What follows belongs to an exercise in optimizing a design on an open flow for small area; a production flow would make more cautious choices.
Only simulation tests tie the RTL to the original design; equivalence was not proved.
Power is estimated from default activity; no workload was simulated.

// gate_seq_ctrl
module gate_seq_ctrl #(
    parameter int unsigned INPUT_SZ  = 16,
    parameter int unsigned HIDDEN_SZ = 16,
    parameter int unsigned QN        = 6,
    parameter int unsigned QM        = 11,
    parameter int unsigned TIMEOUT   = 1024,
    localparam int unsigned BITWIDTH        = QN + QM + 1,
    localparam int unsigned LAYER_BITWIDTH  = BITWIDTH * HIDDEN_SZ,
    localparam int unsigned ADDR_BITWIDTH_X = $clog2(INPUT_SZ),
    localparam int unsigned ADDR_BITWIDTH   = $clog2(HIDDEN_SZ),
    localparam int unsigned STEP_W          = 16
) (
    input  logic                       clock,
    input  logic                       reset,
    input  logic                       cfg_start,
    input  logic [STEP_W-1:0]          num_steps,
    input  logic                       wt_valid,
    input  logic [LAYER_BITWIDTH-1:0]  wt_data,
    output logic                       wt_ready,
    output logic                       writeEn_X,
    output logic                       writeEn_Y,
    output logic [ADDR_BITWIDTH_X-1:0] colAddressWrite_X,
    output logic [ADDR_BITWIDTH-1:0]   colAddressWrite_Y,
    output logic [LAYER_BITWIDTH-1:0]  weightMemInput_X,
    output logic [LAYER_BITWIDTH-1:0]  weightMemInput_Y,
    input  logic                       step_valid,
  ...
Size: about 1700 cells after synthesis, about 320 flip-flops, about 16000 sq um of cells after synthesis.
clock: 5.0 ns
lec_check: 0
cap_margin: 20
core_area: 3 3 507 507
die_area: 0 0 510 510
slew_margin: 20
run.sh (not shown) runs the stock make flow with config.mk's settings and CLKGATE_MAP_FILE= SYNTH_SCRIPT=/design/flow/synth_recipe.tcl, a recipe that flattens the netlist after the stock synthesis.
Rerun with:
==> flow/flow/run.sh (new file) <==
#!/bin/bash
# The standard layout, with two changes to how it is made:
#  - every port is buffered by the smallest buffer (sky130_fd_sc_hd__buf_1)
#    instead of the one buffer_ports picks by default;
#  - pins may sit on adjacent routing tracks, so a smaller die fits them.
set -euo pipefail
bash standard.sh \
  BUFFER_PORTS_ARGS="-buffer_cell sky130_fd_sc_hd__buf_1" \
  PLACE_PINS_ARGS="-min_distance 1 -min_distance_in_tracks" \
  finish > standard_flow.log 2>&1
==> flow/standard.sh (new file) <==
#!/bin/bash
# synth_recipe.tcl (not shown) runs the flow's synth.tcl, then flattens the netlist and writes it again
# the make line also repeats each setting of config.mk as NAME=value (left out here)
make -C /OpenROAD-flow-scripts/flow DESIGN_CONFIG=/design/flow/config.mk WORK_HOME=/design/flow/orfs CLKGATE_MAP_FILE= SYNTH_SCRIPT=/design/flow/synth_recipe.tcl "${@:-finish}"
Settings changed: CORE_AREA 3 3 507 507 to 3 3 247 247, DIE_AREA 0 0 510 510 to 0 0 250 250.
removed: flow/run.sh
Design area is lower by about 40%.
Combinational power goes down by about 46%.
Utilization rose by 21 points.
Sequential share of layout area climbs by 14 points.
Rerun with:
==> flow/run.sh (new file) <==
#!/bin/bash
# synth_recipe.tcl (not shown) runs the flow's synth.tcl, then flattens the netlist and writes it again
# the make line also repeats each setting of config.mk as NAME=value (left out here)
make -C /OpenROAD-flow-scripts/flow DESIGN_CONFIG=/design/flow/config.mk WORK_HOME=/design/flow/orfs CLKGATE_MAP_FILE= SYNTH_SCRIPT=/design/flow/synth_recipe.tcl finish
removed: flow/flow/run.sh
removed: flow/standard.sh
What happened: Now the flow died in I/O pin placement. Area after synthesis is unchanged. Synthesized cell count does not change.

* * *

The RTL this note starts from:
==> flow/design.v <==
module gate_seq_ctrl #(
    parameter int unsigned INPUT_SZ  = 16,
    parameter int unsigned HIDDEN_SZ = 16,
    parameter int unsigned QN        = 6,
    parameter int unsigned QM        = 11,
    parameter int unsigned TIMEOUT   = 1024,
    localparam int unsigned BITWIDTH        = QN + QM + 1,
    localparam int unsigned LAYER_BITWIDTH  = BITWIDTH * HIDDEN_SZ,
    localparam int unsigned ADDR_BITWIDTH_X = $clog2(INPUT_SZ),
    localparam int unsigned ADDR_BITWIDTH   = $clog2(HIDDEN_SZ),
    localparam int unsigned STEP_W          = 16
) (
    input  logic                       clock,
    input  logic                       reset,
    input  logic                       cfg_start,
    input  logic [STEP_W-1:0]          num_steps,
    input  logic                       wt_valid,
    input  logic [LAYER_BITWIDTH-1:0]  wt_data,
    output logic                       wt_ready,
    output logic                       writeEn_X,
    output logic                       writeEn_Y,
    output logic [ADDR_BITWIDTH_X-1:0] colAddressWrite_X,
    output logic [ADDR_BITWIDTH-1:0]   colAddressWrite_Y,
    output logic [LAYER_BITWIDTH-1:0]  weightMemInput_X,
    output logic [LAYER_BITWIDTH-1:0]  weightMemInput_Y,
    input  logic                       step_valid,
    output logic                       step_ready,
    output logic                       beginCalc,
    input  logic                       dataReady_gate,
    input  logic [LAYER_BITWIDTH-1:0]  gateOutput,
    output logic                       out_valid,
    output logic [LAYER_BITWIDTH-1:0]  out_data,
    input  logic                       out_ready,
    output logic                       busy,
    output logic                       done,
    output logic                       err
);
    localparam int unsigned CW = $clog2(TIMEOUT);
    logic sLoad, sCalc, sHold, sDone, we;
    logic sWait, idle;
    logic [CW-1:0]     cnt;    
    logic [STEP_W-1:0] rem;    
    logic [LAYER_BITWIDTH-1:0] data;
    assign idle  = ~busy;
    assign sWait = busy & ~(sLoad | sCalc | sHold | sDone);
    logic acc, lastBeat, remZero, wdogEnd, timeout, stepAcc, outAcc;
    assign acc      = sLoad & wt_valid;
    assign lastBeat = acc & (cnt[4:1] == 4'hF) & (cnt[0] ^ we);
    assign remZero  = (rem == '0);
    assign wdogEnd  = &cnt;
    assign timeout  = sCalc & ~dataReady_gate & wdogEnd;
    assign stepAcc  = sWait & step_valid;
    assign outAcc   = sHold & out_ready;
    logic [STEP_W:0] remT;
    always_comb begin
        remT[0] = stepAcc;
        for (int i = 0; i < STEP_W; i++) remT[i+1] = remT[i] & ~rem[i];
    end
    always_ff @(posedge clock or negedge reset) begin
        if (!reset) begin
            busy  <= 1'b0;
            sLoad <= 1'b0;
            sCalc <= 1'b0;
            sHold <= 1'b0;
            sDone <= 1'b0;
            we    <= 1'b0;
            err   <= 1'b0;
        end else begin
            busy  <= busy ? ~sDone : cfg_start;
            sLoad <= (idle & cfg_start) | (sLoad & ~lastBeat);
            sCalc <= stepAcc | (sCalc & ~dataReady_gate & ~wdogEnd);
            sHold <= (sCalc & dataReady_gate) | (sHold & ~out_ready);
            sDone <= ((lastBeat | outAcc) & remZero) | timeout;
            we    <= acc;
            err   <= (idle & cfg_start) ? 1'b0 : (err | timeout);
        end
    end
    always_ff @(posedge clock) begin
        if (idle || sWait)
            cnt <= '0;
        else
            cnt <= cnt + (sLoad ? CW'(we) : CW'(1));
        rem <= idle ? num_steps : (rem ^ remT[STEP_W-1:0]);
        data <= ({LAYER_BITWIDTH{sLoad}} & wt_data)
              | ({LAYER_BITWIDTH{sCalc}} & gateOutput)
              | ({LAYER_BITWIDTH{sHold}} & data);
    end
    assign wt_ready          = sLoad;
    assign writeEn_X         = we & ~cnt[4];
    assign writeEn_Y         = we &  cnt[4];
    assign colAddressWrite_X = cnt[ADDR_BITWIDTH_X-1:0];
    assign colAddressWrite_Y = cnt[ADDR_BITWIDTH-1:0];
    assign weightMemInput_X  = data;
    assign weightMemInput_Y  = data;
    assign out_data          = data;
    assign step_ready        = sCalc & (cnt == '0);
    assign beginCalc         = step_ready;
    assign out_valid         = sHold;
    assign done              = sDone;
endmodule
clock: 5.0 ns
lec_check: 0
cap_margin: 20
core_area: 160 160 350 350
die_area: 0 0 510 510
place_density: 0.85
slew_margin: 20
standard.sh (not shown) runs the stock make flow with config.mk's settings and CLKGATE_MAP_FILE= SYNTH_SCRIPT=/design/flow/synth_recipe.tcl, a recipe that flattens the netlist after the stock synthesis.
==> flow/flow/run.sh <==
#!/bin/bash
# The standard layout, with these changes to how it is made:
#  - every port is buffered by the smallest buffer (sky130_fd_sc_hd__buf_1)
#    instead of the one buffer_ports picks by default;
#  - clock tree: clkbuf_4 buffers, sinks clustered in groups of up to 8
#    within 60 um, and no dummy loads.
set -euo pipefail
bash standard.sh \
  BUFFER_PORTS_ARGS="-buffer_cell sky130_fd_sc_hd__buf_1" \
  CTS_ARGS="-sink_clustering_enable -repair_clock_nets -dont_use_dummy_load -buf_list sky130_fd_sc_hd__clkbuf_4 -sink_clustering_size 8 -sink_clustering_max_diameter 60" \
  finish > standard_flow.log 2>&1
The first run produced a clean layout.
Rerun with:
CORE_AREA = 150 150 360 360   (was 160 160 350 350)
PLACE_DENSITY = 0.8   (was 0.85)
The new run ran to the end with no violations.
Sequential share of layout area barely changes.
Setup slack gains 0.31 ns.
Wire length drops by a few percent.
Global-route usage drops by 0.85 points.
Via count drops by a few percent.
Rerun with:
==> flow/flow/run.sh (replaced) <==
#!/bin/bash
# The standard layout, with these changes to how it is made:
#  - every port is buffered by the smallest buffer (sky130_fd_sc_hd__buf_1)
#    instead of the one buffer_ports picks by default;
#  - clock tree: clkbuf_4 buffers, sinks clustered in groups of up to 10
#    within 40 um, and no dummy loads.
set -euo pipefail
bash standard.sh \
  BUFFER_PORTS_ARGS="-buffer_cell sky130_fd_sc_hd__buf_1" \
  CTS_ARGS="-sink_clustering_enable -repair_clock_nets -dont_use_dummy_load -buf_list sky130_fd_sc_hd__clkbuf_4 -sink_clustering_size 10 -sink_clustering_max_diameter 40" \
  finish > standard_flow.log 2>&1
PLACE_DENSITY = not set   (was 0.8)
Result: The new run completed without violations; die area stays the same; hold slack is worse by 0.047 ns; wire length rises by about 5%; final area barely changes; power climbs by 2.9%; cell count is about the same.

-- separate check: timing with driven ports --
The results above use ideal ports. As a check the final layouts listed here were re-extracted and re-timed, cells and wires unchanged.
Step 1 (the two cells are an assumption about what drives the block):
set clk [get_ports {clock}]
set_driving_cell -lib_cell sky130_fd_sc_hd__clkbuf_16 $clk
set_driving_cell -lib_cell sky130_fd_sc_hd__buf_2 [delete_from_list [all_inputs] $clk]
Step 2 also shifts input and output timing later by t, the mid clock arrival at the registers, as if the neighbouring blocks saw the same clock.
Three values: ideal ports, drivers, drivers and shift; two values: the first two.
| run | shift t [ns] | setup WS [ns] | worst setup path after step 2 | slew at the worst register clock pin (ns) |
|---|---|---|---|---|
| the first run of note 1 | 0.757 | 1.491 / 1.419 / 1.882 | register to register | 0.08 / 0.08 |
| the second run of note 1 | 0.585 | 2.244 / 2.191 / 2.550 | register to register | 0.06 / 0.06 |
| the first run of note 2 | 0.744 | 0.907 / 0.907 / 0.465 | input to register | 0.10 / 0.10 |
| the second run of note 2 | 0.786 | 1.215 / 1.215 / 0.523 | input to register | 0.10 / 0.10 |
| the third run of note 2 | 0.865 | 1.192 / 1.112 / 0.543 | input to register | 0.12 / 0.12 |
After both steps every run listed still meets setup and hold. For the second run of note 2, which loses most, drivers alone change the setup slack by 0.000 ns; drivers and shift together by -0.692 ns.
